Source: an optimization exercise on an open RTL-to-GDS flow (aim: small area). Production flows keep margins and buffers that such runs may drop. The RTL was checked by simulation tests, not by an equivalence proof against the original design. Power figures rest on the tool's default switching activity, not on a simulated workload.

File: run.sh
#!/bin/bash
# synth_recipe.tcl (not shown) runs the flow's synth.tcl, then flattens the netlist and writes it again
# the make line also repeats each setting of config.mk as NAME=value (left out here)
make -C /OpenROAD-flow-scripts/flow DESIGN_CONFIG=/design/flow/config.mk WORK_HOME=/design/flow/orfs CLKGATE_MAP_FILE= SYNTH_SCRIPT=/design/flow/synth_recipe.tcl finish
File: constraint.sdc
create_clock -name core_clock -period 4.0 [get_ports {clk}]
set_input_delay 0.8000 -clock core_clock [delete_from_list [all_inputs] [get_ports {clk}]]
set_output_delay 0.8000 -clock core_clock [all_outputs]
set_load 0.01 [all_outputs]
File: design.v
`default_nettype none
module vreg_writeback #(
    parameter int LANES = 16,
    parameter int W     = 32
) (
    input  wire logic               clk,
    input  wire logic               rst,
    input  wire logic               alu_valid,
    output      logic               alu_ready,
    input  wire logic [3:0]         alu_rd,
    input  wire logic               alu_vec,
    input  wire logic [LANES*W-1:0] alu_data,
    input  wire logic               mem_valid,
    output      logic               mem_ready,
    input  wire logic [3:0]         mem_rd,
    input  wire logic               mem_vec,
    input  wire logic [W-1:0]       mem_data,
    output      logic               we3,
    output      logic [3:0]         ra3,
    output      logic [LANES*W-1:0] wd3,
    output      logic               selec_v_s_w,
    output      logic               pend_valid,
    output      logic [3:0]         pend_rd,
    output      logic               pend_vec,
    output      logic               pc_drop
);
    typedef enum logic [1:0] {
        M_IDLE    = 2'd0,
        M_COLLECT = 2'd1,
        M_PEND    = 2'd2
    } mstate_e;
    localparam logic [3:0] PC_REG    = 4'd15;
    localparam logic [3:0] LAST_LANE = 4'(LANES - 1);
    mstate_e                 state_q, state_d;
    logic [3:0]              cnt_q, cnt_d;
    logic [3:0]              rd_q, rd_d;
    logic                    vec_q, vec_d;
    logic [LANES-1:0][W-1:0] buf_q, buf_d;
    logic                    pend_q, pend_d;
    logic                    we3_q, we3_d;
    logic [3:0]              ra3_q, ra3_d;
    logic [LANES-1:0][W-1:0] wd3_q, wd3_d;
    logic                    sel_q, sel_d;
    logic                    drop_q, drop_d;
    logic                    ready_w;
    logic                    mem_acc_w;
    logic                    alu_acc_w;
    logic                    mem_grant_w;
    logic                    g_valid_w;
    logic                    g_vec_w;
    logic                    g_drop_w;
    logic [3:0]              g_rd_w;
    logic [LANES-1:0][W-1:0] g_data_w;
    assign mem_grant_w = (state_q == M_PEND);
    assign ready_w     = !rst && !mem_grant_w;
    assign mem_acc_w   = mem_valid && ready_w;
    assign alu_acc_w   = alu_valid && ready_w;
    assign alu_ready   = ready_w;
    assign mem_ready   = ready_w;
    assign we3         = we3_q;
    assign ra3         = ra3_q;
    assign wd3         = wd3_q;
    assign selec_v_s_w = sel_q;
    assign pc_drop     = drop_q;
    assign pend_valid  = pend_q;
    assign pend_rd     = pend_q ? rd_q : 4'd0;
    assign pend_vec    = pend_q && vec_q;
    always_comb begin
        state_d = state_q;
        cnt_d   = cnt_q;
        rd_d    = rd_q;
        vec_d   = vec_q;
        buf_d   = buf_q;
        case (state_q)
            M_IDLE: begin
                if (mem_acc_w) begin
                    rd_d  = mem_rd;
                    vec_d = mem_vec;
                    if (mem_vec) begin
                        buf_d[0] = mem_data;
                        cnt_d    = 4'd1;
                        state_d  = M_COLLECT;
                    end else begin
                        buf_d[LAST_LANE] = mem_data;
                        state_d          = M_PEND;
                    end
                end
            end
            M_COLLECT: begin
                if (mem_acc_w) begin
                    buf_d[cnt_q] = mem_data;
                    if (cnt_q == LAST_LANE) begin
                        cnt_d   = 4'd0;
                        state_d = M_PEND;
                    end else begin
                        cnt_d = cnt_q + 4'd1;
                    end
                end
            end
            M_PEND: begin
                buf_d   = '0;
                state_d = M_IDLE;
            end
            default: begin
                buf_d   = '0;
                cnt_d   = 4'd0;
                state_d = M_IDLE;
            end
        endcase
    end
    assign pend_d = (state_d != M_IDLE) || (state_q == M_PEND);
    always_comb begin
        g_valid_w = mem_grant_w || alu_acc_w;
        g_rd_w    = mem_grant_w ? rd_q  : alu_rd;
        g_vec_w   = mem_grant_w ? vec_q : alu_vec;
        g_data_w  = mem_grant_w ? buf_q : alu_data;
        g_drop_w  = g_valid_w && !g_vec_w && (g_rd_w == PC_REG);
        we3_d  = g_valid_w && !g_drop_w;
        drop_d = g_drop_w;
        ra3_d  = ra3_q;
        sel_d  = sel_q;
        wd3_d  = wd3_q;
        if (we3_d) begin
            ra3_d = g_rd_w;
            sel_d = g_vec_w;
            if (g_vec_w) begin
                wd3_d = g_data_w;
            end else begin
                wd3_d            = '0;
                wd3_d[LAST_LANE] = g_data_w[LAST_LANE];
            end
        end
    end
    always_ff @(posedge clk) begin
        if (rst) begin
            state_q <= M_IDLE;
            cnt_q   <= 4'd0;
            rd_q    <= 4'd0;
            vec_q   <= 1'b0;
            buf_q   <= '0;
            pend_q  <= 1'b0;
            we3_q   <= 1'b0;
            ra3_q   <= 4'd0;
            wd3_q   <= '0;
            sel_q   <= 1'b0;
            drop_q  <= 1'b0;
        end else begin
            state_q <= state_d;
            cnt_q   <= cnt_d;
            rd_q    <= rd_d;
            vec_q   <= vec_d;
            buf_q   <= buf_d;
            pend_q  <= pend_d;
            we3_q   <= we3_d;
            ra3_q   <= ra3_d;
            wd3_q   <= wd3_d;
            sel_q   <= sel_d;
            drop_q  <= drop_d;
        end
    end
endmodule
`default_nettype wire
File: config.mk
export PLATFORM = sky130hd
export DESIGN_NAME = vreg_writeback
export DESIGN_NICKNAME = vreg_writeback
export VERILOG_FILES = /design/flow/design.v
export SDC_FILE = /design/flow/constraint.sdc
export NUM_CORES = 4
export LEC_CHECK = 0
export CAP_MARGIN = 20
export CORE_AREA = 4 4 376 376
export DIE_AREA = 0 0 380 380
export SLEW_MARGIN = 20
==> results of run 1 <==
[cells in the final DEF (no fill, tap or decap), types with 6 or more instances in the layout]
cell	instances
a21oi_1	41
a32o_1	12
nor3_1	43
nand3_1	25
a311oi_1	35
dfxtp_1	1043
a2111oi_4	6
nor2b_4	16
o21ai_0	6
nor2b_1	7
buf_4	142
nand2b_1	19
nor2_1	54
o31ai_1	481
a22o_1	338
clkinv_2	21
buf_12	32
clkbuf_8	29
a32oi_1	30
a211oi_4	15
o2bb2ai_1	95
mux2i_1	485
clkbuf_16	118
clkdlybuf4s50_1	1082
clkbuf_1	16
inv_1	20
o211ai_1	16
diode_2	33
nand2_1	124
a21oi_4	9
nand4b_1	483
bufinv_16	14
[per-stage QoR]
step	instance area [um2]	total power [mW]	hold WS (ns)	instances
after global placement	56250	14.28	0.4438	6543
after detailed placement	56260	14.29	0.4459	6544
after CTS	60390	25.85	0.4596	6758
after floorplan	43030	12.38	0.4317	3997
after global routing	60430	26.41	0.4811	6775
final	60470	25.71	0.4604	6791
[report_power, final]
part           switching [mW]  total (mW)  internal (mW)  leakage, nW
Clock                    4.75        11.6           6.86         2.03
Combinational            1.82        3.28           1.46         13.3
Sequential              0.170        10.8           10.6         8.44
[kinds of logic after synthesis]
family | count (synthesis) | share of synthesized area [%]
adder cells (fa/ha/maj) | 3 | 0.08724
buffers and inverters | 527 | 5.153
AO/OA/AOI/OAI | 1118 | 21.12
XOR/XNOR | 2 | 0.08434
AND/OR/NAND/NOR | 819 | 13.75
multiplexers | 485 | 11.28
flip-flops | 1043 | 48.52
[worst reg2reg max path: cells and delay by family (launching register included)]
| kind | cells | cell delay, ns |
|---|---|---|
| AO/OA/AOI/OAI | 3 | 1.42 |
| flip-flops | 1 | 0.53 |
| buffers and inverters | 2 | 0.48 |
| AND/OR/NAND/NOR | 1 | 0.45 |
| adder cells (fa/ha/maj) | 1 | 0.36 |
[worst paths after layout]
| path | start | endpoint | slack (ns) | cells after the start |
|---|---|---|---|---|
| max | state_q[1] | mem_ready | 0.33 | 3 |
| min | buf_q[79] | buf_q[79] | 0.46 | 1 |
| max reg2reg | cnt_q[1] | buf_q[399] | 0.65 | 7 |
| min reg2reg | buf_q[79] | buf_q[79] | 0.46 | 1 |
[area by class of cell]
class / instances / area [um2] / share of cell area, %
Sequential cell: 1043 / 20880 / 34.53
Multi-Input combinational cell: 2427 / 20490 / 33.89
Timing Repair Buffer: 1258 / 12560 / 20.77
Clock buffer: 163 / 3412 / 5.642
Tap cell: 1794 / 2245 / 3.712
Clock inverter: 51 / 718.2 / 1.188
Inverter: 22 / 82.58 / 0.1366
Antenna cell: 33 / 82.58 / 0.1366
[metal layers]
| layer | GRT usage, % | vias to the layer above | share of wire [%] |
|---|---|---|---|
| met5 | 0 | - | 0.048 |
| met1 | 37.60 | 19948 | 42 |
| li1 | - | 17342 | - |
| met4 | 11.47 | 16 | 4.1 |
| met2 | 47.34 | 1858 | 46 |
| met3 | 7.443 | 339 | 8.2 |
[registers in the layout (all words and copies together), names as in the netlist]
signal   flops
we3_q        1
pend_q       1
wd3_q      512
state_q      2
ra3_q        4
drop_q       1
cnt_q        4
sel_q        1
vec_q        1
rd_q         4
buf_q      512
==> results.txt, run 1 <==
* Status: finished clean
* Num ports at between 1000 and 1500
* Global-route wire length before repair at about 300000 um
* Die Ht at 380 um
* Post-CTS Setup Repair Bufs at 0
* GPL Wtd Cong at approximately 0.88
* Synth Register Bits at 1043
* Final Setup Violations at 0
* Pin count of the biggest net entering global routing at roughly 200
* Sum Neg Setup Slack at 0 ns
* Buf+Inv Stages, Crit Path at 1
* Post-synth EDFFs at 0
* Root Driver: clkbuf_16
* Max Fanout on Critical Path at 15
* CTS tree: yes
* CP required at approximately 3.2 ns
* Antenna violations before repair at 60
* Die Area at 144400 um2
* CP peak stage delay at 0.77 ns
* Netlist cell types at approximately 70
* Yosys warns at 1
* Wire per inst at 33.10 um
* Ordered cell list for the critical path: nor2b_4 -> nor2_1 -> clkdlybuf4s50_1
* Crit path launch type: flip-flop
* Via count at between 30000 and 40000
* Count of hold-fix buffers inserted at cts at 0
* Post-synth ARST share at 0%
* Clk slew on worst S/H paths at 0.06 ns
* Leakage power total at 23.80 nW
* Tmin final at between 3 and 4 ns
* Crit path kind: flip-flop to output pin
* GR Util All Layers at between 20 and 30%
* Relative slew margins at 13.93%
* DRT antenna net count at 0
* H-tree levels at 3
* Total gr overflow at 0
* Share of cells above drive strength 1 at 9.428%
* DP HPWL at approximately 160000 um
* Dpl ws at approximately 0.6 ns
* Cell family with most CP delay: simple AND/OR/NAND/NOR gates
* CTS resizes at 0
* Synth area leaders: dfxtp_1, mux2i_1, nand4b_1
* Final nets at 5429
* FMAX at approximately 0.27 GHz
* Final hold vios at 0
* Hold Crit Class: flip-flop to flip-flop
* Share of the synthesized area in the top cell type at between 40% and 50%
* Register area share after synthesis at 48.52%
* Ys flop type: dfxtp_1
* Fillers at 13066
* Number of buffers created by CTS at around 120
* Drt first-iter violations at between 3000 and 4000
* Clock Path Buffers at 3
* Avg Vias per Cell at 5.817
* Critical Path AT at 2.87 ns
* Synthesized cell area at 43030 um2
* Die X at 380 um
* Syn Nets at 4558
* Post-layout util at 43.98%
* Critical Path End Type: output pin
* Count leader, synth: dfxtp_1
* Starting Density at 31.30%
* DRT Pass-1 Iters at 6
* IO buf count at 1084
* Fin crit share at 91.81%
* Layout Skew at between 0.05 and 0.06 ns
* Setup repair after global routing missed its margin: false
* Clk Latency, worst-skew pair at 0.74 ns
* Cells after Synth at ~4000
* Rows at around 140
* Syn-to-layout area delta at 40.53%
* Top cells by instance count after synthesis: dfxtp_1, mux2i_1, nand4b_1
* MaxCap Viol Count at 0
* # DRC at 0
* Worst vdd ir at 0.3275 mV
* Critical-path top delay cell: dfxtp_1
* Synth Area per Inst at between 10 and 15 um2
* Vias in the first global route at 38301
* Final worst slack at approximately 0.33 ns
* Synth area leader: dfxtp_1
* Final wirelength at 224800 um
* Count of pins over their slew limit at 0
* Core box area at 137500 um2
* PwrDens at 425.2 nW/um2
* Clock Sinks at 1043
* Tightest Pin Transition at around 1.3 ns
==> run 2: changes to the inputs <==
==> design.v (replaced) <==
`default_nettype none
module vreg_writeback #(
    parameter int LANES = 16,
    parameter int W     = 32
) (
    input  wire logic               clk,
    input  wire logic               rst,
    input  wire logic               alu_valid,
    output      logic               alu_ready,
    input  wire logic [3:0]         alu_rd,
    input  wire logic               alu_vec,
    input  wire logic [LANES*W-1:0] alu_data,
    input  wire logic               mem_valid,
    output      logic               mem_ready,
    input  wire logic [3:0]         mem_rd,
    input  wire logic               mem_vec,
    input  wire logic [W-1:0]       mem_data,
    output      logic               we3,
    output      logic [3:0]         ra3,
    output      logic [LANES*W-1:0] wd3,
    output      logic               selec_v_s_w,
    output      logic               pend_valid,
    output      logic [3:0]         pend_rd,
    output      logic               pend_vec,
    output      logic               pc_drop
);
    localparam logic [3:0] PC_REG = 4'd15;
    logic [3:0]              cnt_q;
    logic                    pwr_q;
    logic                    mwr_q;
    logic [3:0]              rd_q;
    logic                    vec_q;
    logic [LANES*W-1:0]      buf_q;      
    logic [LANES*W-1:0]      alu_q;
    logic [3:0]              ard_q;
    logic                    avec_q;
    logic                    we3_q;
    logic                    drop_q;
    logic                    ready_w;
    logic                    mem_acc_w;
    logic                    first_w;
    logic                    last_w;
    logic                    g_valid_w;
    logic                    g_vec_w;
    logic [3:0]              g_rd_w;
    logic                    g_drop_w;
    logic                    vsel_m_w;
    logic                    vsel_a_w;
    assign ready_w   = !rst && !pwr_q;
    assign mem_acc_w = mem_valid && ready_w;
    assign first_w   = (cnt_q == 4'd0);
    assign last_w    = first_w ? !mem_vec : (cnt_q == 4'd15);
    assign alu_ready = ready_w;
    assign mem_ready = ready_w;
    assign g_valid_w = pwr_q || (alu_valid && ready_w);
    assign g_vec_w   = pwr_q ? vec_q : alu_vec;
    assign g_rd_w    = pwr_q ? rd_q  : alu_rd;
    assign g_drop_w  = !g_vec_w && (g_rd_w == PC_REG);
    always_ff @(posedge clk) begin
        if (rst) begin
            cnt_q  <= 4'd0;
            pwr_q  <= 1'b0;
            mwr_q  <= 1'b0;
            we3_q  <= 1'b0;
            drop_q <= 1'b0;
        end else begin
            if (mem_acc_w && (!first_w || mem_vec))
                cnt_q <= cnt_q + 4'd1;
            pwr_q  <= mem_acc_w && last_w;
            mwr_q  <= pwr_q;
            we3_q  <= g_valid_w && !g_drop_w;
            drop_q <= g_valid_w && g_drop_w;
        end
    end
    always_ff @(posedge clk) begin
        if (mem_acc_w && first_w) begin
            rd_q  <= mem_rd;
            vec_q <= mem_vec;
        end
        if (mem_valid && !pwr_q)
            buf_q <= {mem_data, buf_q[LANES*W-1:W]};
        alu_q  <= alu_data;
        ard_q  <= alu_rd;
        avec_q <= alu_vec;
    end
    assign pend_valid  = pwr_q || mwr_q || !first_w;
    assign pend_rd     = pend_valid ? rd_q : 4'd0;
    assign pend_vec    = pend_valid && vec_q;
    assign we3         = we3_q;
    assign pc_drop     = drop_q;
    assign ra3         = mwr_q ? rd_q  : ard_q;
    assign selec_v_s_w = mwr_q ? vec_q : avec_q;
    assign vsel_m_w = mwr_q && vec_q;
    assign vsel_a_w = !mwr_q && avec_q;
    assign wd3[LANES*W-1 -: W] = mwr_q ? buf_q[LANES*W-1 -: W] : alu_q[LANES*W-1 -: W];
    assign wd3[(LANES-1)*W-1:0] = ({((LANES-1)*W){vsel_m_w}} & buf_q[(LANES-1)*W-1:0])
                                | ({((LANES-1)*W){vsel_a_w}} & alu_q[(LANES-1)*W-1:0]);
endmodule
`default_nettype wire
==> run 2 against run 1 <==
  * Area after synthesis shrank 27%
  * Routed wire length fell by 44%
  * Clock power fell by 9%
  * Sequential power is 15% higher
  * Global-route usage shrank 13 points
  * Via count decreased by 49%
  * Power shrank 1.6%
  * Sequential share of layout area grew 19 points
==> results.txt, run 2 <==
* Status: finished clean
* Share of cells above drive strength 1 at 9.041%
* MaxCap Viol Count at 0
* GPL Wtd Cong at between 0.9 and 1
* CTS tree: yes
* CP required at 3.20 ns
* Post-layout util at 35.27%
* Final nets at 3402
* # DRC at 0
* Antenna violations before repair at 39
* CTS resizes at 0
* Leakage power total at 17.54 nW
* DRT Pass-1 Iters at 5
* Total gr overflow at 0
* FF-to-FF path depth at 3
* CP Launch Point: mwr_q
* Commonest non-fill, non-tap cell in the layout: clkdlybuf4s50_1
* DP HPWL at 97990 um
* Syn-to-layout area delta at 53.97%
* Avg Vias per Cell at 4.249
* Post-synth ARST share at 0%
* RR Startpoint: pwr_q
* Pin count of the biggest net entering global routing at 110
* Ys flop type: dfxtp_1
* Synthesized cell area at about 31000 um2
* Synth Area per Inst at 18.34 um2
* Synth area leaders: edfxtp_1, dfxtp_1, a22o_1
* Die Ht at 380 um
* Tightest Pin Transition at 0.7151 ns
* Top flop regs: alu_q (512), buf_q (512)
* Crit path launch type: flip-flop
* H-tree levels at 3
* Share of the synthesized area in the top cell type at roughly half
* Register area share after synthesis at 82.66%
* Syn Nets at 2277
* Synth area leader: edfxtp_1
* Fin crit share at slightly below 100%
* Count of hold-fix buffers inserted at cts at 0
* Fillers at 13249
* Die X at 380 um
* Final hold vios at 0
* Netlist cell types at 25
* Final Setup Violations at 0
* Clock Path Buffers at 3
* Critical Path End Type: output pin
* Number of buffers created by CTS at around 110
* Most frequent cells in the layout: clkdlybuf4s50_1, dfxtp_1, edfxtp_1
* GR Util All Layers at 16.77%
* Clk slew on worst S/H paths at 0.06 ns
* Relative slew margins at a little over half
* Clock Sinks at 1042
* Yosys warns at 1
* Post-synth EDFFs at 517
* Placed Area at 44620 um2
* Starting Density at 22.91%
* Tmin final at about 3.9 ns
* Setup crit end: wd3[303]
* Root Driver: clkbuf_16
* Cells after Synth at approximately 1700
* Synth Register Bits at 1042
* Top cells by instance count after synthesis: dfxtp_1, edfxtp_1, a22o_1
* Rows at 136
* Critical Path AT at 3.10 ns
* Final instance area at between 40000 and 50000 um2
* Count of pins over their slew limit at 0
* IO buf count at around 1100
* Max Fanout on Critical Path at 103
* FMAX at 0.2565 GHz
* Wire per inst at around 27 um
* Drt first-iter violations at 1389
* Global-route wire length before repair at 170000 um
* Hold Crit Class: flip-flop to flip-flop
* Layout Skew at 0.05678 ns
* Reg-to-Reg End: vec_q
* Clk Latency, worst-skew pair at around 0.72 ns
* Via count at slightly above 20000
* Num ports at 1085
* Post-CTS Setup Repair Bufs at 0
* Core box area at 137500 um2
* Vias in the first global route at 21007
* Worst vdd ir at 0.3561 mV
* R2R Setup Slk at 2.00 ns
* Die Area at around 140000 um2
* DRT antenna net count at 0
* Count leader, synth: dfxtp_1
* Crit path kind: flip-flop to output pin
* Final wirelength at 126900 um
* PwrDens at 522.0 nW/um2
* Setup repair after global routing missed its margin: true
[run 2: cell count changes after synthesis, moves of 53 or more]
cell and delta:
mux2i_1 -485, a22o_1 +142, o31ai_1 -481, nand2_1 -119, dfxtp_1 -518, nor2_1 -53
clkbuf_1 -322, o2bb2ai_1 -95, edfxtp_1 +517, nand4b_1 -482
[run 2: kinds of logic (layout without fill, tap and decap cells)]
| family | count (synthesis) | count (layout) | synth area share (%) |
|---|---|---|---|
| other | 0 | 18 | 0 |
| muxes | 37 | 37 | 1.323 |
| and+or+nand+nor | 34 | 34 | 0.6237 |
| buffers and inverters | 116 | 1341 | 1.823 |
| adders and majority gates | 2 | 2 | 0.07944 |
| DFF | 1042 | 1042 | 82.66 |
| AOI/OAI and AO/OA | 486 | 486 | 13.49 |
[run 2: area by class of cell]
type	instances	area, um2	share of cell area [%]
sequential	1042	26040	53.69
timing repair buffer	1123	11420	23.55
multi-input combinational	559	4903	10.11
clock buffer	156	3181	6.559
tap	1794	2245	4.629
clock inverter	59	651.9	1.344
antenna	18	45.04	0.09288
inverter	3	11.26	0.02322
[run 2: metal layers]
layer	wire, um	vias up	global-route usage [%]
li1	-	9005	-
met1	49810	10051	19.74
met2	60790	896	27.88
met3	10890	228	6.205
met4	5290	20	6.394
met5	133	-	0
[run 2: critical path, stage by stage, from the launching register on]
cell             delay, ns
dfxtp_2               0.39
nor2b_4               0.20
buf_12                0.39
buf_4                 0.42
a22o_1                0.26
clkdlybuf4s50_1       0.57
[run 2: through the flow]
| step | power, mW | hold WS (ns) | setup WS (ns) | instances | setup TNS (ns) |
|---|---|---|---|---|---|
| after global routing | 26.18 | 0.4252 | -0.01017 | 4742 | -0.01017 |
| after CTS | 25.67 | 0.4001 | 0.05935 | 4736 | 0 |
| after global placement | 14.95 | 0.4234 | 0.5790 | 4521 | 0 |
| final | 25.31 | 0.4070 | 0.1016 | 4754 | 0 |
| after detailed placement | 14.96 | 0.4285 | 0.5719 | 4521 | 0 |
| after floorplan | 13.18 | 0.4204 | -5.334 | 1717 | -2547.11 |
[run 2: worst min path at each step]
| stage | end | from | cells after the start | slack [ns] |
|---|---|---|---|---|
| floorplan | buf_q[448] | buf_q[480] | 0 | 0.42 |
| global placement | buf_q[449] | buf_q[481] | 0 | 0.42 |
| detailed placement | buf_q[448] | buf_q[480] | 0 | 0.43 |
| CTS | alu_q[496] | alu_data[496] | 1 | 0.40 |
| global route | buf_q[33] | buf_q[65] | 0 | 0.43 |
| finish | buf_q[33] | buf_q[65] | 0 | 0.41 |
[run 2: report_power, final]
group / internal, mW / total, mW / switching (mW)
sequential: 11.9 / 12.4 / 0.425
clock: 6.07 / 10.6 / 4.53
combinational: 1.35 / 2.34 / 0.982
==> run 3: changes to the inputs <==
--- a/config.mk
+++ b/config.mk
@@ -7,2 +7,3 @@
 export LEC_CHECK = 0
+export ABC_AREA = 1
 export CAP_MARGIN = 20
==> run 3 against run 2 <==
  * Still clean on timing, DRC and antenna
  * Final cell count grew 23%
  * Clock skew shrank 0.030 ns
  * Routed wire length grew 24%
  * Flip-flop and latch count is the same
  * Critical path depth is the same
  * Clock-buffer cell count grew 3
  * Utilization grew 2.2 points
  * First-iteration DRC count grew 30%
  * Area after synthesis grew 10%
  * Synthesized cell count grew 68%
  * Worst hold slack gained 0.036 ns
  * Combinational power grew 8%
  * Critical path type unchanged
  * Critical endpoint is now wd3[236]
  * Largest cell class unchanged
  * Largest power group unchanged
==> results.txt, run 3 <==
* Clock Path Buffers at 3
* Relative slew margins at 45.11%
* HP Start: buf_q[41]
* P_sw at 6.221 mW
* Adder-Cell Fraction of Synth Area at 0.07226%
* Sw frac at 24.05%
* Largest family of logic cells by synthesized area: simple AND/OR/NAND/NOR gates
* Netlist cell types at 19
* Final nets at 4479
* Critical-path top delay cell: buf_4
* Share of cells above drive strength 1 at 7.059%
* H-tree levels at 3
* Top flop regs: alu_q (512), buf_q (512)
* Clk slew on worst S/H paths at 0.06 ns
* Fin crit share at between 90 and 100%
* DRT Pass-1 Iters at 6
* Total gr overflow at 0
* Final hold vios at 0
* CTS tree: yes
* Via count at 26636
* Share of the synthesized area in the top cell type at 44.83%
* DP HPWL at 120800 um
* Clock Sinks at 1042
* Count of pins over their slew limit at 0
* Worst vdd ir at 0.3331 mV
* Ordered cell list for the critical path: buf_12 -> buf_4 -> nand3_1 -> nand2_1 -> clkdlybuf4s50_1
* Antenna violations before repair at 81
* Post-synth EDFFs at 517
* Critical Path AT at roughly 3 ns
* Vias in the first global route at 26858
* IO buf count at between 1000 and 1500
* Die X at 380 um
* WHS Endpoint: buf_q[9]
* Post-synthesis xor/xnor area fraction at 0%
* PwrDens at around 500 nW/um2
* Buf+Inv Stages, Crit Path at 3
* Crit path launch type: flip-flop
* Count of hold-fix buffers inserted at cts at 0
* Starting Density at about a quarter
* R2R Setup Slk at 2.02 ns
* Post-synth ARST share at 0%
* CP required at around 3.2 ns
* FF-to-FF path depth at 5
* Synth Register Bits at 1042
* Wire per inst at roughly 27 um
* RR Startpoint: pwr_q
* Final Non-Filler Cells at 5840
* Drt first-iter violations at 1805
* Synthesized cell area at 34630 um2
* Met1 Use GR at 23.23%
* Pin count of the biggest net entering global routing at 146
* Hold-critical path depth at 0
* Simple-Gate Fraction of Synth Area at 20.81%
* # DRC at 0
* Post-CTS Setup Repair Bufs at 0
* MaxCap Viol Count at 0
* FMAX at 0.2662 GHz
* Met2 Usage GRT at 36.15%
* Global-route wire length before repair at between 200000 and 250000 um
* Status: finished clean
* DRT antenna net count at 0
* Met3 usage at between 8 and 9%
* Leakage power total at about 20 nW
* CP peak stage delay at 0.58 ns
* GPL Wtd Cong at 0.9709
* Root Driver: clkbuf_16
* GRT busiest layer: met2
* Most frequent cells in the layout: clkdlybuf4s50_1, nand3_1, nand2_1
* Internal power at 19.65 mW
* Reg-to-Reg End: buf_q[422]
* Clk network pwr share at a little over two fifths
* Hold Crit Class: flip-flop to flip-flop
* CTS resizes at 0
* Placed instance count at 5594
* Crit path kind: flip-flop to output pin
* Tmin final at about 3.8 ns
* Commonest non-fill, non-tap cell in the layout: clkdlybuf4s50_1
* Yosys warns at 1
* Ys flop type: dfxtp_1
* Flop pwr share at 47.5%
* CP Launch Point: mwr_q
* Sum Neg Setup Slack at 0 ns
* Final wirelength at ~160000 um
* Syn-to-layout area delta at 48.85%
* Critical Path End Type: output pin
* Cells after Synth at 2883
* Register area share after synthesis at 75.18%
* Clk Latency, worst-skew pair at 0.72 ns
* Number of buffers created by CTS at 117
* Synth Area in Compound Gates at less than 1%
* Setup repair after global routing missed its margin: false
* Synth Area per Inst at 12.01 um2
* Synth area leader: edfxtp_1
* Die Ht at approximately 380 um
* Layout Skew at 0.02673 ns
* Tightest Pin Transition at 0.8234 ns
* Top cells by instance count after synthesis: nand3_1, nand2_1, dfxtp_1
* Pwr Total at 25.87 mW
* Final Setup Violations at 0
* Num ports at 1085
* GR Util All Layers at 20.96%
* Max Fanout on Critical Path at 61
* Die Area at ~140000 um2
* Count leader, synth: nand3_1
* Rows at between 100 and 150
* Synth area leaders: edfxtp_1, dfxtp_1, nand3_1
* Cell family with most CP delay: buffers and inverters
* Avg Vias per Cell at 4.561
* Syn Nets at 3443
* Core box area at 137500 um2
* Combinational share of power at 9.7%
* Multiplexer area fraction after synthesis at 0%
==> run 3: how the worst max path moves through the flow <==
stage          endpoint  cells after the start
6_report       wd3[236]                      5
5_1_grt        wd3[271]                      5
4_1_cts        wd3[435]                      5
3_5_place_dp   wd3[435]                      5
3_3_place_gp   wd3[435]                      5
2_1_floorplan  buf_q[0]                      2
==> run 3: power groups by stage <==
stage | clock [mW] | combinational, mW | sequential [mW]
6_report | 11.1 | 2.52 | 12.3
2_1_floorplan | 0 | 0.830 | 12.4
5_1_grt | 11.8 | 2.65 | 12.4
3_5_place_dp | 0 | 2.55 | 12.5
4_1_cts | 11.4 | 2.56 | 12.3
3_3_place_gp | 0 | 2.54 | 12.5
==> run 3: kinds of logic after synthesis <==
| group | Yosys count |
|---|---|
| and+or+nand+nor | 1592 |
| DFF | 1042 |
| buffers and inverters | 242 |
| AOI/OAI and AO/OA | 5 |
| adders and majority gates | 2 |
==> run 3: area by class of cell <==
type / count / area [um2]
Antenna cell: 23 / 57.56
Tap cell: 1794 / 2245
Fill cell: 13284 / 85940
Timing Repair Buffer: 1141 / 11880
Multi-Input combinational cell: 1599 / 7274
Clock buffer: 159 / 3329
Inverter: 18 / 83.83
Sequential cell: 1042 / 26040
Clock inverter: 64 / 639.4
==> run 3: layer usage <==
| layer | up-vias | wire length, um | part of all wire (%) |
|---|---|---|---|
| met5 | - | 462 | 0.29 |
| met4 | 72 | 6017 | 3.8 |
| li1 | 12187 | - | - |
| met3 | 293 | 15510 | 9.8 |
| met2 | 1163 | 77580 | 49 |
| met1 | 12921 | 58420 | 37 |
==> run 3: stage by stage <==
stage	instance area (um2)	setup WS (ns)	utilization (%)	hold WS [ns]
after global routing	51490	0.06436	37.45	0.4483
after floorplan	34650	-4.951	-	0.4268
after global placement	47520	0.8718	34.56	0.4286
after detailed placement	47520	0.8797	34.56	0.4319
final	51550	0.2436	37.49	0.4430
after CTS	51490	0.006556	37.45	0.4237
==> run 3: worst reg2reg max path: stages, from the launching register on <==
cell	delay, ns
dfxtp_1	0.44
inv_2	0.12
nand2_8	0.08
clkinvlp_4	0.39
buf_12	0.35
buf_12	0.31
==> run 4: changes to the inputs <==
--- a/config.mk
+++ b/config.mk
@@ -9,4 +9,4 @@
 export CAP_MARGIN = 20
-export CORE_AREA = 4 4 376 376
-export DIE_AREA = 0 0 380 380
+export CORE_AREA = 4 4 256 256
+export DIE_AREA = 0 0 260 260
 export SLEW_MARGIN = 20
==> run 4 against run 3 <==
  * The flow now stops in I/O pin placement
  * Area after synthesis is the same
  * Synthesized cell count did not move
==> results.txt, run 4 <==
* Netlist cell types at 19
* Die Ht at 260 um
* Synth Register Bits at 1042
* Post-synth ARST share at 0%
* Share of the synthesized area in the top cell type at 44.83%
* Register area share after synthesis at between 70% and 80%
* Die X at 260 um
* Synth area leaders: edfxtp_1, dfxtp_1, nand3_1
* Ys flop type: dfxtp_1
* Status: stopped before the end
* Starting Density at 55.00%
* Last stage: I/O pin placement
* Top cells by instance count after synthesis: nand3_1, nand2_1, dfxtp_1
* Synth area leader: edfxtp_1
* Count leader, synth: nand3_1
* Syn Nets at 3443
* Post-synth EDFFs at between 500 and 600
* Cells after Synth at 2883
* Synthesized cell area at 34630 um2
* Rows at 92
* Yosys warns at 1
* Err: [ERROR PPL-0024] Number of IO pins (1085) exceeds maximum number of available positions (936). Increase the die perimeter from 1040.00um to 1475.60um.
* Synth Area per Inst at 12.01 um2
-- run 4: cell counts after synthesis --
Identical to the previous run, type by type.
-- run 4: cell families after synthesis --
family          Yosys count  share of synthesized area [%]
flops                  1042                          75.18
fa+ha+maj                 2                        0.07225
buf+inv                 242                          3.866
compound gates            5                        0.07225
simple gates           1592                          20.81
==> run 5: changes to the inputs <==
==> flow/run.sh (new file) <==
#!/bin/bash
# Standard ORFS layout with two changes that only affect cell choice:
#  - port buffers use the smallest buffer (buf_1) instead of the default
#  - clock tree built from mid-size clock buffers, without dummy loads
set -euo pipefail
export BUFFER_PORTS_ARGS="-buffer_cell sky130_fd_sc_hd__buf_1"
export CTS_ARGS="-sink_clustering_enable -repair_clock_nets -dont_use_dummy_load -buf_list {sky130_fd_sc_hd__clkbuf_4 sky130_fd_sc_hd__clkbuf_8}"
bash standard.sh > standard.log 2>&1
==> standard.sh (new file) <==
#!/bin/bash
# synth_recipe.tcl (not shown) runs the flow's synth.tcl, then flattens the netlist and writes it again
# the make line also repeats each setting of config.mk as NAME=value (left out here)
make -C /OpenROAD-flow-scripts/flow DESIGN_CONFIG=/design/flow/config.mk WORK_HOME=/design/flow/orfs CLKGATE_MAP_FILE= SYNTH_SCRIPT=/design/flow/synth_recipe.tcl "${@:-finish}"
removed: run.sh
==> run 5 against run 4 <==
  * The run again fails in I/O pin placement
  * Synthesized cell count unchanged
  * Area after synthesis unchanged
==> results.txt, run 5 <==
* Synth area leader: edfxtp_1
* Die Ht at about 260 um
* Rows at 92
* Count leader, synth: nand3_1
* Status: stopped before the end
* Post-synth ARST share at 0%
* Synth Area per Inst at ~12 um2
* Die X at around 260 um
* Synth area leaders: edfxtp_1, dfxtp_1, nand3_1
* Ys flop type: dfxtp_1
* Syn Nets at 3443
* Last stage: I/O pin placement
* Register area share after synthesis at 75.18%
* Netlist cell types at 19
* Top cells by instance count after synthesis: nand3_1, nand2_1, dfxtp_1
* Share of the synthesized area in the top cell type at 44.83%
* Cells after Synth at 2883
* Synthesized cell area at 34630 um2
* Yosys warns at 1
* Starting Density at 55.00%
* Post-synth EDFFs at 517
* Synth Register Bits at 1042
* Err: [ERROR PPL-0024] Number of IO pins (1085) exceeds maximum number of available positions (936). Increase the die perimeter from 1040.00um to 1475.60um.
## run 5: cell counts after synthesis
No cell type changed its count.
## run 5: cells by family after synthesis
kind of cell | synth area share (%)
compound gates | 0.07225
fa+ha+maj | 0.07225
buf+inv | 3.866
flops | 75.18
simple gates | 20.81
==> run 6: changes to the inputs <==
--- a/design.v
+++ b/design.v
@@ -33,5 +33,5 @@
     logic [LANES*W-1:0]      buf_q;      
-    logic [LANES*W-1:0]      alu_q;
-    logic [3:0]              ard_q;
-    logic                    avec_q;
+    logic [LANES*W-1:0]      wd3_q;
+    logic [3:0]              ra3_q;
+    logic                    sel_q;
     logic                    we3_q;
@@ -48,2 +48,3 @@
     logic                    vsel_a_w;
+    logic [LANES*W-1:0]      wd3_d;
     assign ready_w   = !rst && !pwr_q;
@@ -81,5 +82,5 @@
             buf_q <= {mem_data, buf_q[LANES*W-1:W]};
-        alu_q  <= alu_data;
-        ard_q  <= alu_rd;
-        avec_q <= alu_vec;
+        wd3_q <= wd3_d;
+        ra3_q <= g_rd_w;
+        sel_q <= g_vec_w;
     end
@@ -90,9 +91,10 @@
     assign pc_drop     = drop_q;
-    assign ra3         = mwr_q ? rd_q  : ard_q;
-    assign selec_v_s_w = mwr_q ? vec_q : avec_q;
-    assign vsel_m_w = mwr_q && vec_q;
-    assign vsel_a_w = !mwr_q && avec_q;
-    assign wd3[LANES*W-1 -: W] = mwr_q ? buf_q[LANES*W-1 -: W] : alu_q[LANES*W-1 -: W];
-    assign wd3[(LANES-1)*W-1:0] = ({((LANES-1)*W){vsel_m_w}} & buf_q[(LANES-1)*W-1:0])
-                                | ({((LANES-1)*W){vsel_a_w}} & alu_q[(LANES-1)*W-1:0]);
+    assign ra3         = ra3_q;
+    assign selec_v_s_w = sel_q;
+    assign wd3         = wd3_q;
+    assign vsel_m_w = pwr_q && vec_q;
+    assign vsel_a_w = !pwr_q && alu_vec;
+    assign wd3_d[LANES*W-1 -: W] = pwr_q ? buf_q[LANES*W-1 -: W] : alu_data[LANES*W-1 -: W];
+    assign wd3_d[(LANES-1)*W-1:0] = ({((LANES-1)*W){vsel_m_w}} & buf_q[(LANES-1)*W-1:0])
+                                  | ({((LANES-1)*W){vsel_a_w}} & alu_data[(LANES-1)*W-1:0]);
 endmodule
--- a/config.mk
+++ b/config.mk
@@ -9,4 +9,4 @@
 export CAP_MARGIN = 20
-export CORE_AREA = 4 4 256 256
-export DIE_AREA = 0 0 260 260
+export CORE_AREA = 4 4 376 376
+export DIE_AREA = 0 0 380 380
 export SLEW_MARGIN = 20
==> run 6 against run 5 <==
  * The run now finishes clean
  * Area after synthesis down 8.5%
  * Synthesized cell count down 37%
==> results.txt, run 6 <==
* Final hold vios at 0
* Ordered cell list for the critical path: nor2_1 -> nand3_1 -> nand2_1 -> inv_1 -> buf_1
* FMAX at 0.3273 GHz
* CP peak stage delay at 0.70 ns
* Count of hold-fix buffers inserted at cts at 0
* Global-route wire length before repair at 168000 um
* Register area share after synthesis at around 82%
* Critical-path top delay cell: dfxtp_2
* DP HPWL at around 98000 um
* Max Fanout on Critical Path at 26
* Pin count of the biggest net entering global routing at 136
* P_sw at 5.238 mW
* Post-layout util at 29.22%
* Netlist cell types at 20
* Synth area leaders: edfxtp_1, dfxtp_1, a22o_1
* Clk slew on worst S/H paths at about 0.06 ns
* Via count at 20683
* Buf+Inv Stages, Crit Path at 2
* Final wirelength at 125300 um
* Starting Density at between 20% and 30%
* Relative slew margins at a little over two fifths
* Cells after Synth at ~1800
* Sw frac at roughly a quarter
* Count of pins over their slew limit at 0
* CTS tree: yes
* Avg Vias per Cell at between 4 and 5
* Crit path launch type: flip-flop
* CP required at around 3.2 ns
* Antenna violations before repair at 53
* Placed instance count at 4623
* Worst vdd ir at 0.3091 mV
* Die Ht at 380 um
* Top flop regs: buf_q (512), wd3_q (512)
* Synth Area per Inst at 17.47 um2
* Yosys warns at 1
* Rows at 136
* Count leader, synth: dfxtp_1
* Clk network pwr share at a little over a third
* Cell family with most CP delay: flip-flops
* Ys flop type: dfxtp_1
* Share of the synthesized area in the top cell type at 49.01%
* Die Area at 144400 um2
* Most frequent cells in the layout: buf_1, dfxtp_1, edfxtp_1
* Top cells by instance count after synthesis: dfxtp_1, edfxtp_1, a22o_1
* Status: finished clean
* Area of the multi-input gates at about 4800 um2
* Critical Path AT at 2.26 ns
* Clk Latency, worst-skew pair at 0.85 ns
* Total gr overflow at 0
* Root Driver: clkbuf_8
* Final Non-Filler Cells at 4809
* Core box area at 137500 um2
* Wire per inst at about 26 um
* MaxCap Viol Count at 0
* Hold Crit Class: input port to flip-flop
* Die X at 380 um
* CTS resizes at 0
* Number of buffers created by CTS at 171
* IO buf count at 1084
* Clock Path Buffers at 3
* Syn-to-layout area delta at 26.83%
* Leakage power total at 14.79 nW
* R2R Setup Slk at 1.40 ns
* Fin crit share at around three quarters
* Met1 Use GR at 20.02%
* Synth area leader: edfxtp_1
* # DRC at 0
* Register area at around 26000 um2
* DRT Pass-1 Iters at 6
* Internal power at about 16 mW
* Final Setup Violations at 0
* Tmin final at 3.055 ns
* Fillers at ~14000
* Share of cells above drive strength 1 at under 10%
* Tightest Pin Transition at around 0.86 ns
* Final nets at around 3600
* Post-synth EDFFs at 517
* Met3 usage at under 10%
* Clock Sinks at ~1000
* GR Util All Layers at 16.58%
* Combinational share of power at 7.4%
* Post-CTS Setup Repair Bufs at 0
* Flop pwr share at 57.9%
* Crit path kind: flip-flop to output pin
* Synth Register Bits at 1042
* H-tree levels at 4
* DRT antenna net count at 0
* Setup repair after global routing missed its margin: false
* GRT busiest layer: met2
* Synthesized cell area at 31680 um2
* Commonest non-fill, non-tap cell in the layout: buf_1
* GPL Wtd Cong at a little over 0.9
* PwrDens at 537.5 nW/um2
* Drt first-iter violations at around 1300
* Met2 Usage GRT at 28.19%
* Num ports at between 1000 and 1500
* Syn Nets at approximately 2400
* Vias in the first global route at 20857
* Post-synth ARST share at 0%
* Layout Skew at 0.08001 ns
* Critical Path End Type: output pin
## run 6: cell count changes after synthesis, moves of 3 or more
cell / before / now
nand2_1: 608 / 124
buf_4: 48 / 3
buf_1: 0 / 3
nand3_1: 965 / 6
buf_2: 170 / 81
buf_6: 5 / 25
a22o_1: 0 / 480
nor2_1: 12 / 15
## run 6: path summary, 6_finish.rpt
check,startpoint,to,cells past startpoint
max,pwr_q,pend_vec,5
min reg2reg,buf_q[64],buf_q[32],0
max reg2reg,pwr_q,wd3_q[109],5
min,mem_data[28],buf_q[508],1
## run 6: layout make-up
class,count,area share (%)
inverter,20,0.2398
multi-input combinational,636,12.07
clock buffer,171,5.858
tap,1794,5.587
sequential,1042,64.81
antenna,15,0.09343
timing repair buffer,1131,11.35
## run 6: logic make-up (layout without fill, tap and decap cells)
group / Yosys count / count (layout) / share of synthesized area, %
flops: 1042 / 1042 / 82.19
compound gates: 486 / 486 / 13.37
simple gates: 148 / 148 / 1.805
buf+inv: 135 / 1322 / 2.556
fa+ha+maj: 2 / 2 / 0.07899
other cells: 0 / 15 / 0
## run 6: per-layer routing
layer  vias to the layer above  part of all wire, %
li1                       9221                    -
met1                     10258                   40
met2                       976                   49
met3                       192                  8.2
met4                        36                  2.2
met5                         -                 0.17
## run 6: per-stage QoR
step / cell area, um2 / setup TNS [ns] / setup slack (ns) / hold WS [ns] / total power, mW
global route: 40140 / 0 / 0.6939 / 0.05847 / 22.48
finish: 40170 / 0 / 0.9445 / 0.1324 / 21.59
global placement: 37780 / 0 / 1.356 / 0.4305 / 14.34
CTS: 40140 / 0 / 0.7892 / 0.01858 / 21.92
floorplan: 31700 / -2530.58 / -4.943 / 0.4268 / 13.33
detailed placement: 37780 / 0 / 1.310 / 0.4339 / 14.35
## run 6: power by group through the flow
stage	clock network, mW	logic (mW)	registers (mW)
finish	7.50	1.60	12.5
global route	8.21	1.72	12.6
CTS	7.78	1.64	12.5
detailed placement	0	1.63	12.7
global placement	0	1.62	12.7
floorplan	0	0.577	12.8
==> run 7: changes to the inputs <==
==> flow/run.sh (replaced) <==
#!/bin/bash
# Standard ORFS layout with two changes that only affect cell choice:
#  - port buffers use the smallest buffer (buf_1) instead of the default
#  - clock tree built from clkbuf_4/clkbuf_8 with smaller sink clusters and
#    no dummy loads
set -euo pipefail
export BUFFER_PORTS_ARGS="-buffer_cell sky130_fd_sc_hd__buf_1"
export CTS_ARGS="-sink_clustering_enable -repair_clock_nets -dont_use_dummy_load -sink_clustering_size 16 -sink_clustering_max_diameter 50 -buf_list {sky130_fd_sc_hd__clkbuf_4 sky130_fd_sc_hd__clkbuf_8}"
bash standard.sh > standard.log 2>&1
==> run 7 against run 6 <==
  * Via count decreased by 2.0%
  * Synthesized cell count unchanged
  * Clock-buffer cell count decreased by 63
  * Area after synthesis unchanged
  * Worst hold slack improved by 0.037 ns
  * Non-clock buffer count unchanged
  * Combinational power about the same
  * Register-to-register slack got worse by 0.05 ns
  * Critical path type unchanged
  * Critical endpoint unchanged
  * Largest power group unchanged
==> results.txt, run 7 <==
* Synthesized cell area at around 32000 um2
* Global-route wire length before repair at 166200 um
* DRT Pass-1 Iters at 6
* Crit path launch type: flip-flop
* Clk Latency, worst-skew pair at 0.81 ns
* Post-synth ARST share at 0%
* Count of hold-fix buffers inserted at cts at 0
* Die X at 380 um
* Ordered cell list for the critical path: nor2_1 -> nand3_1 -> nand2_1 -> inv_1 -> buf_1
* Most frequent cells in the layout: buf_1, dfxtp_1, edfxtp_1
* Hold-critical path depth at 1
* Crit path kind: flip-flop to output pin
* # DRC at 0
* Placed instance count at 4623
* Hold Crit Class: input port to flip-flop
* Layout Skew at 0.1086 ns
* Avg Vias per Cell at 4.276
* Post-CTS Setup Repair Bufs at 0
* DP HPWL at about 98000 um
* Final nets at 3499
* Die Ht at 380 um
* Final wirelength at between 100000 and 150000 um
* Count leader, synth: dfxtp_1
* Tmin final at 2.957 ns
* Register area share after synthesis at 82.19%
* Final hold vios at 0
* GR Util All Layers at 16.38%
* Placed Area at 37780 um2
* Final instance area at 39300 um2
* CP Launch Point: pwr_q
* GPL Wtd Cong at 0.9259
* Dpl ws at 1.310 ns
* H-tree levels at 3
* Antenna violations before repair at 52
* Netlist cell types at 20
* Count of pins over their slew limit at 0
* Leakage power total at 14.34 nW
* Sum Neg Setup Slack at 0 ns
* Drt first-iter violations at 1374
* Register area at 26040 um2
* CTS resizes at 0
* Top flop regs: buf_q (512), wd3_q (512)
* PwrDens at 504.9 nW/um2
* Commonest non-fill, non-tap cell in the layout: buf_1
* Ys flop type: dfxtp_1
* Worst vdd ir at 0.2327 mV
* Share of the synthesized area in the top cell type at 49.01%
* Clock Path Buffers at 3
* MaxCap Viol Count at 0
* Total gr overflow at 0
* Clk slew on worst S/H paths at 0.08 ns
* Final worst slack at 1.043 ns
* Setup repair after global routing missed its margin: false
* HP Start: mem_data[28]
* Synth Area per Inst at 17.47 um2
* Synth area leaders: edfxtp_1, dfxtp_1, a22o_1
* Critical-path top delay cell: dfxtp_2
* Starting Density at between 20% and 30%
* Post-synth EDFFs at 517
* Top cells by instance count after synthesis: dfxtp_1, edfxtp_1, a22o_1
* Tightest Pin Transition at 0.8583 ns
* Synth Register Bits at 1042
* WHS at 0.1691 ns
* Root Driver: clkbuf_8
* Pwr Total at around 20 mW
* Critical Path End Type: output pin
* Critical Path AT at 2.16 ns
* Synth area leader: edfxtp_1
* Die Area at ~140000 um2
* RR Startpoint: pwr_q
* Share of cells above drive strength 1 at 5.516%
* Area of the multi-input gates at 4847 um2
* Status: finished clean
* CP required at 3.20 ns
* Final Setup Violations at 0
* Syn Nets at 2373
* Final Non-Filler Cells at 4741
* Pin count of the biggest net entering global routing at 136
* Num ports at 1085
* Yosys warns at 1
* Number of buffers created by CTS at 108
* Clock Sinks at 1042
* Max Fanout on Critical Path at 26
* IO buf count at 1084
* Cells after Synth at 1813
* CTS tree: yes
* FMAX at 0.3381 GHz
* Syn-to-layout area delta at 24.06%
* Via count at 20271
* FF-to-FF path depth at 6
* Core box area at between 100000 and 150000 um2
* DRT antenna net count at 0
* Wire per inst at 26.17 um
* Fillers at between 10000 and 15000
* Rows at 136
* Post-layout util at 28.58%
* Vias in the first global route at 20302
* CP peak stage delay at 0.69 ns
* Relative slew margins at 42.78%
* Fin crit share at 73.94%
## run 7: where the power goes
part | leakage [nW] | internal (mW) | switching, mW | total, mW
registers | 9.40 | 12.0 | 0.444 | 12.5
logic | 4.17 | 0.564 | 1.03 | 1.60
clock network | 0.777 | 2.38 | 3.40 | 5.78
## run 7: kinds of logic (layout without fill, tap and decap cells)
family	Yosys count	after routing	synth area share, %
AND/OR/NAND/NOR	148	148	1.805
adder cells (fa/ha/maj)	2	2	0.07899
flip-flops	1042	1042	82.19
buffers and inverters	135	1259	2.556
other	0	10	0
AO/OA/AOI/OAI	486	486	13.37
## run 7: per-layer routing
| metal | vias to the layer above | routed length (um) | GRT usage, % |
|---|---|---|---|
| li1 | 9080 | - | - |
| met1 | 10073 | 49970 | 20.03 |
| met2 | 899 | 61030 | 28.07 |
| met3 | 181 | 10100 | 4.958 |
| met4 | 38 | 2743 | 4.417 |
| met5 | - | 221 | 0 |
## run 7: critical path, delay by kind of cell, from the launching register on
family | cells | cell delay [ns]
and+or+nand+nor | 3 | 0.47
DFF | 1 | 0.69
buffers and inverters | 2 | 0.28
## run 7: area by class of cell
cell class                 count  area share (%)
sequential                  1042           66.26
multi-input combinational    636           12.34
timing repair buffer        1131           11.60
tap                         1794           5.712
clock buffer                 108           3.783
inverter                      20          0.2452
antenna                       10         0.06368
## run 7: final timing paths
kind                 to  slack (ns)
max            pend_vec        1.04
max reg2reg  wd3_q[220]        1.35
min          buf_q[508]        0.17
min reg2reg  buf_q[195]        0.41
==> run 8: changes to the inputs <==
--- a/flow/run.sh
+++ b/flow/run.sh
@@ -7,3 +7,3 @@
 export BUFFER_PORTS_ARGS="-buffer_cell sky130_fd_sc_hd__buf_1"
-export CTS_ARGS="-sink_clustering_enable -repair_clock_nets -dont_use_dummy_load -sink_clustering_size 16 -sink_clustering_max_diameter 50 -buf_list {sky130_fd_sc_hd__clkbuf_4 sky130_fd_sc_hd__clkbuf_8}"
+export CTS_ARGS="-sink_clustering_enable -repair_clock_nets -dont_use_dummy_load -sink_clustering_size 16 -sink_clustering_max_diameter 60 -buf_list {sky130_fd_sc_hd__clkbuf_4 sky130_fd_sc_hd__clkbuf_8}"
 bash standard.sh > standard.log 2>&1
--- a/config.mk
+++ b/config.mk
@@ -7,3 +7,2 @@
 export LEC_CHECK = 0
-export ABC_AREA = 1
 export CAP_MARGIN = 20
==> run 8 against run 7 <==
  * Area after synthesis fell by 0.45%
  * Register-to-register slack barely moved
  * Clock-buffer cell count is 15 lower
  * Worst setup slack got worse by 0.33 ns
  * Routed wire length is 5.3% lower
  * First-iteration DRC count increased by 6.6%
  * Via count down 2.0%
  * Non-clock buffer count rose by 3
  * Sequential share of layout area rose by 0.32 points
  * Critical endpoint is now pend_rd[3]
  * Largest cell class unchanged
  * Largest power group unchanged
==> results.txt, run 8 <==
* Hold Crit Class: input port to flip-flop
* Most frequent cells in the layout: buf_1, dfxtp_1, edfxtp_1
* Final Non-Filler Cells at 4638
* Avg Vias per Cell at 4.284
* CP required at between 3 and 4 ns
* DRT Pass-1 Iters at 5
* Top cells by instance count after synthesis: dfxtp_1, edfxtp_1, a22o_1
* CTS resizes at 0
* Final worst slack at around 0.71 ns
* Final hold vios at 0
* Final Setup Violations at 0
* Clk slew on worst S/H paths at 0.10 ns
* Pwr Total at 19.59 mW
* Fillers at 14060
* Drt first-iter violations at 1465
* Synth Register Bits at 1042
* MaxCap Viol Count at 0
* Post-synth ARST share at 0%
* Die Ht at approximately 380 um
* Syn Nets at 2278
* Placed Area at between 30000 and 40000 um2
* Register area at 26040 um2
* Count of hold-fix buffers inserted at cts at 0
* Yosys warns at 1
* # DRC at 0
* Synthesized cell area at around 32000 um2
* Share of cells above drive strength 1 at 6.641%
* DRT antenna net count at 0
* Area of the multi-input gates at 4908 um2
* FMAX at roughly 0.30 GHz
* Clock Path Buffers at 3
* Total gr overflow at 0
* Count leader, synth: dfxtp_1
* Sum Neg Setup Slack at 0 ns
* Ys flop type: dfxtp_1
* Leakage power total at 13.50 nW
* Max Fanout on Critical Path at 32
* Synth Area per Inst at around 18 um2
* Antenna violations before repair at 45
* DP HPWL at 92550 um
* Layout Skew at 0.1268 ns
* Crit path launch type: flip-flop
* Final wirelength at 117500 um
* Root Driver: clkbuf_8
* Relative slew margins at 42.49%
* Post-layout util at 28.44%
* Worst vdd ir at 0.3009 mV
* Critical-path top delay cell: dfxtp_2
* Number of buffers created by CTS at 93
* Cells after Synth at 1718
* CP peak stage delay at 0.89 ns
* Wire per inst at 25.33 um
* Netlist cell types at 30
* Final instance area at slightly below 40000 um2
* Commonest non-fill, non-tap cell in the layout: buf_1
* Register area share after synthesis at 82.57%
* Crit path kind: flip-flop to output pin
* Top flop regs: buf_q (512), wd3_q (512)
* Core box area at ~140000 um2
* Die X at around 380 um
* Share of the synthesized area in the top cell type at a little under 50%
* Dpl ws at approximately 1.5 ns
* Post-CTS Setup Repair Bufs at 0
* Syn-to-layout area delta at 24.03%
* Pin count of the biggest net entering global routing at 136
* PwrDens at 500.9 nW/um2
* WHS at 0.1733 ns
* Count of pins over their slew limit at 0
* Num ports at 1085
* Rows at 136
* Tightest Pin Transition at 0.8627 ns
* Post-synth EDFFs at 517
* Setup repair after global routing missed its margin: false
* CTS tree: yes
* Critical Path End Type: output pin
* Tmin final at 3.289 ns
* Final nets at approximately 3400
* Vias in the first global route at 20060
* Placed instance count at ~4500
* Ordered cell list for the critical path: nor2_1 -> nand3_1 -> and2_1 -> buf_1
* Global-route wire length before repair at 158000 um
* GR Util All Layers at 15.48%
* Fin crit share at a little over 80%
* Status: finished clean
* Via count at about 20000
* Clk Latency, worst-skew pair at 0.78 ns
* Critical Path AT at between 2 and 2.5 ns
* IO buf count at approximately 1100
* H-tree levels at 3
* Synth area leaders: edfxtp_1, dfxtp_1, a22o_1
* Clock Sinks at approximately 1000
* GPL Wtd Cong at between 0.8 and 0.9
* Die Area at 144400 um2
* Synth area leader: edfxtp_1
* Starting Density at 22.93%
[run 8: cell count changes after synthesis, moves of 4 or more]
cell	delta
mux2_2	+37
nand2_1	-120
inv_1	-14
clkbuf_1	+26
buf_2	-17
nand3_1	-4
nor2b_1	+4
and2_1	+6
buf_6	-14
nor2_1	-9
nand4_1	+4
buf_1	+6
[run 8: path summary, 6_finish.rpt]
kind | from | to | depth (start not counted) | slack, ns
max | pwr_q | pend_rd[3] | 4 | 0.71
min | mem_data[17] | buf_q[497] | 1 | 0.17
min reg2reg | buf_q[83] | buf_q[51] | 0 | 0.39
max reg2reg | pwr_q | wd3_q[39] | 3 | 1.35
[run 8: area by class of cell]
| type | count | area share [%] |
|---|---|---|
| Antenna cell | 13 | 0.08318 |
| Clock buffer | 93 | 3.273 |
| Inverter | 3 | 0.02879 |
| Multi-Input combinational cell | 559 | 12.55 |
| Sequential cell | 1042 | 66.58 |
| Tap cell | 1794 | 5.740 |
| Timing Repair Buffer | 1134 | 11.75 |
[run 8: cells by family (layout without fill, tap and decap cells)]
group | count (synthesis) | in the layout | synth area share (%)
other | 0 | 13 | 0
flip-flops | 1042 | 1042 | 82.57
buffers and inverters | 117 | 1230 | 1.921
AO/OA/AOI/OAI | 487 | 487 | 13.49
multiplexers | 37 | 37 | 1.321
AND/OR/NAND/NOR | 33 | 33 | 0.6230
adder cells (fa/ha/maj) | 2 | 2 | 0.07935
[run 8: power breakdown]
group          switching [mW]  total, mW  internal (mW)  leakage, nW
Combinational            1.04       1.67          0.631         3.43
Clock                    3.35       5.42           2.07        0.669
Sequential              0.457       12.5           12.0         9.40
Total                    4.85       19.6           14.7         13.5
[run 8: layer usage]
metal | track usage [%] | vias to the layer above | part of all wire [%]
li1 | - | 8851 | -
met1 | 18.29 | 9877 | 39
met2 | 25.69 | 894 | 48
met3 | 6.098 | 210 | 9.4
met4 | 5.220 | 36 | 3.7
met5 | 0 | - | 0.18
[run 8: critical path, delay by kind of cell (launching register included)]
| family | cells | cell delay (ns) |
|---|---|---|
| flops | 1 | 0.89 |
| simple gates | 3 | 0.68 |
| buf+inv | 1 | 0.17 |
==> run 9: changes to the inputs <==
--- a/design.v
+++ b/design.v
@@ -49,2 +49,5 @@
     logic [LANES*W-1:0]      wd3_d;
+    logic                    shift_w;
+    logic                    hold_w;
+    logic [LANES*W-1:0]      buf_d;
     assign ready_w   = !rst && !pwr_q;
@@ -80,4 +83,3 @@
         end
-        if (mem_valid && !pwr_q)
-            buf_q <= {mem_data, buf_q[LANES*W-1:W]};
+        buf_q <= buf_d;
         wd3_q <= wd3_d;
@@ -86,2 +88,6 @@
     end
+    assign shift_w = mem_valid && !pwr_q;
+    assign hold_w  = !shift_w && (pwr_q || !first_w);
+    assign buf_d   = ({(LANES*W){shift_w}} & {mem_data, buf_q[LANES*W-1:W]})
+                   | ({(LANES*W){hold_w}}  & buf_q);
     assign pend_valid  = pwr_q || mwr_q || !first_w;
==> run 9 against run 8 <==
  * Worst hold slack worse by 0.0027 ns
  * Sequential power down about 10%
  * Clock-buffer cell count increased by 5
  * Routed wire length up 29%
  * Synthesized cell count increased by 37%
  * Combinational power rose by 23%
  * Clock power rose by 4.8%
  * Still clean
  * Register-to-register slack better by 0.08 ns
  * Flip-flop and latch count did not move
  * Utilization fell by 0.21 points
  * Critical path depth is 2 higher
==> results.txt, run 9 <==
* Status: finished clean
* Buf+Inv Stages, Crit Path at 2
* Max Fanout on Critical Path at 6
* Clock Path Buffers at 3
* Flop pwr share at 59.2%
* Synth Area in Compound Gates at 27.67%
* Clk Latency, worst-skew pair at roughly 0.81 ns
* Ys flop type: dfxtp_1
* Number of buffers created by CTS at between 90 and 100
* Final hold vios at 0
* FMAX at 0.2946 GHz
* Total gr overflow at 0
* Share of cells above drive strength 1 at 6.014%
* Layout Skew at 0.1384 ns
* Clk network pwr share at 30.0%
* Combinational share of power at 10.8%
* Vias in the first global route at ~24000
* Ordered cell list for the critical path: inv_1 -> ha_1 -> or3b_1 -> or3_1 -> and2_1 -> buf_1
* Tightest Pin Transition at 0.8916 ns
* Cells after Synth at ~2300
* Die Area at 144400 um2
* Pin count of the biggest net entering global routing at 130
* Netlist cell types at 35
* Synth Register Bits at 1042
* # DRC at 0
* DP HPWL at roughly 120000 um
* Count of hold-fix buffers inserted at cts at 0
* Cell family with most CP delay: simple AND/OR/NAND/NOR gates
* Final Setup Violations at 0
* WHS at 0.1706 ns
* CTS resizes at 0
* Num ports at 1085
* Commonest non-fill, non-tap cell in the layout: buf_1
* Multiplexer area fraction after synthesis at about 1.4%
* Sum Neg Setup Slack at 0 ns
* Relative slew margins at around two fifths
* Final wirelength at 151700 um
* Fin crit share at around 85%
* Register area share after synthesis at about 66%
* Die Ht at approximately 380 um
* Synth Area per Inst at roughly 13 um2
* Starting Density at 22.98%
* Hold Crit Class: input port to flip-flop
* Crit path launch type: flip-flop
* Crit path kind: flip-flop to output pin
* Post-synth EDFFs at 5
* CTS tree: yes
* Root Driver: clkbuf_8
* Critical Path AT at 2.59 ns
* Drt first-iter violations at 1851
* Top cells by instance count after synthesis: dfxtp_1, a22o_1, clkbuf_1
* Clk slew on worst S/H paths at 0.09 ns
* Share of the synthesized area in the top cell type at between 60 and 70%
* Rows at 136
* Via count at 24733
* Setup repair after global routing missed its margin: false
* Adder-Cell Fraction of Synth Area at 0.07919%
* Post-synthesis xor/xnor area fraction at 0%
* CP peak stage delay at 0.45 ns
* Tmin final at around 3.4 ns
* Top flop regs: buf_q (512), wd3_q (512)
* Internal power at 13.83 mW
* MaxCap Viol Count at 0
* Synth area leader: dfxtp_1
* Core box area at about 140000 um2
* Die X at 380 um
* Global-route wire length before repair at 203400 um
* Critical Path End Type: output pin
* Post-synth ARST share at 0%
* Wire per inst at 29.28 um
* Largest family of logic cells by synthesized area: compound AO/OA/AOI/OAI gates
* Synthesized cell area at 31600 um2
* Leakage power total at 14.36 nW
* Worst vdd ir at 0.2650 mV
* GR Util All Layers at about a fifth
* Syn Nets at 2906
* Most frequent cells in the layout: buf_1, dfxtp_1, a22o_1
* P_sw at 5.143 mW
* PwrDens at 488.7 nW/um2
* DRT antenna net count at 0
* Final nets at just under 4000
* Simple-Gate Fraction of Synth Area at less than 1%
* Sw frac at 27.11%
* CP required at 3.20 ns
* Syn-to-layout area delta at 22.85%
* Avg Vias per Cell at 4.776
* GPL Wtd Cong at 0.9588
* Count leader, synth: dfxtp_1
* DRT Pass-1 Iters at 5
* Critical-path top delay cell: or3_1
* Post-CTS Setup Repair Bufs at 0
* H-tree levels at 3
* Antenna violations before repair at 73
* Yosys warns at 1
* Count of pins over their slew limit at 0
* IO buf count at 1084
* Clock Sinks at 1042
* Synth area leaders: dfxtp_1, a22o_1, buf_6
[run 9: cell types whose count changed after synthesis, moves of 42 or more]
cell,before,now
dfxtp_1,525,1037
buf_2,64,22
buf_6,11,54
a22o_1,480,992
clkbuf_1,29,126
edfxtp_1,517,5
[run 9: routing by layer]
metal  vias up  track usage, %  routed length [um]
met4        46           5.882                4661
met2      1193           32.98               71290
met5         -               0                 315
met3       247           6.098               12980
li1      11023               -                   -
met1     12224           25.05               62410
[run 9: stage by stage]
stage          setup WS, ns  cell area [um2]  utilization [%]  cells  power, mW
5_1_grt              0.4100            38770            28.20   5161      19.70
3_3_place_gp          1.410            37410            27.21   5055      13.53
2_1_floorplan         1.695            31600                -   2346      12.51
3_5_place_dp          1.425            37410            27.21   5055      13.54
6_report             0.6060            38820            28.23   5179      18.97
4_1_cts              0.4637            38750            28.19   5153      19.22
[run 9: logic make-up after synthesis]
kind of cell             Yosys count
multiplexers                      38
AO/OA/AOI/OAI                   1000
AND/OR/NAND/NOR                   31
adder cells (fa/ha/maj)            2
buffers and inverters            233
flip-flops                      1042
[run 9: power by group through the flow]
stage | Sequential, mW | Clock, mW | Combinational (mW)
final | 11.2 | 5.68 | 2.05
after global routing | 11.3 | 6.23 | 2.19
after CTS | 11.2 | 5.90 | 2.07
after detailed placement | 11.5 | 0 | 2.06
after global placement | 11.5 | 0 | 2.05
after floorplan | 11.5 | 0 | 1.04
[run 9: area by class of cell]
type | instances | area [um2]
fill | 14360 | 98670
sequential | 1042 | 20910
multi-input combinational | 1071 | 9403
timing repair buffer | 1144 | 4832
tap | 1794 | 2245
clock buffer | 98 | 1349
antenna | 26 | 65.06
inverter | 4 | 15.01
[run 9: worst paths after layout]
| path | startpoint | cells past startpoint | slack (ns) | endpoint |
|---|---|---|---|---|
| worst min register to register | buf_q[14] | 1 | 0.42 | wd3_q[14] |
| worst max-delay path | cnt_q[0] | 6 | 0.61 | pend_rd[0] |
| worst min-delay path | mem_rd[1] | 1 | 0.17 | rd_q[1] |
| worst max register to register | pwr_q | 4 | 1.43 | wd3_q[300] |
[run 9: worst register-to-register path: stages, from the launching register on]
cell and delay, ns:
dfxtp_2 0.80, and2_4 0.84, buf_12 0.36, buf_12 0.28, a22o_1 0.20

[port drivers added, routing unchanged]
How much do the figures lean on ideal ports? The routed layouts below were timed once more, with nothing changed but the port constraints.
Step 1 assumes that a clkbuf_16 drives the clock port and a buf_2 every other input.
Step 2 adds t to the input delays and takes it off the output delays; t is the mean of the earliest and latest rising clock arrival at the registers after step 1. Input paths then give back, and output paths get back, about the clock's delay inside the block.
a / b / c = ideal / step 1 / step 2; a / b = the first two.
run	t (ns)	setup slack, ns	clock arrival spread, ns
run 1	0.787	0.328 / 0.255 / 0.483	0.053 / 0.053
run 2	0.760	0.102 / 0.040 / 0.513	0.064 / 0.063
run 3	0.770	0.244 / 0.180 / 0.950	0.035 / 0.035
run 6	0.865	0.945 / 0.890 / 1.393	0.084 / 0.085
run 7	0.804	1.043 / 0.987 / 1.353	0.132 / 0.133
run 8	0.776	0.711 / 0.656 / 1.351	0.130 / 0.131
run 9	0.829	0.606 / 0.525 / 1.354	0.156 / 0.156
After both steps setup and hold are still met in every run listed.
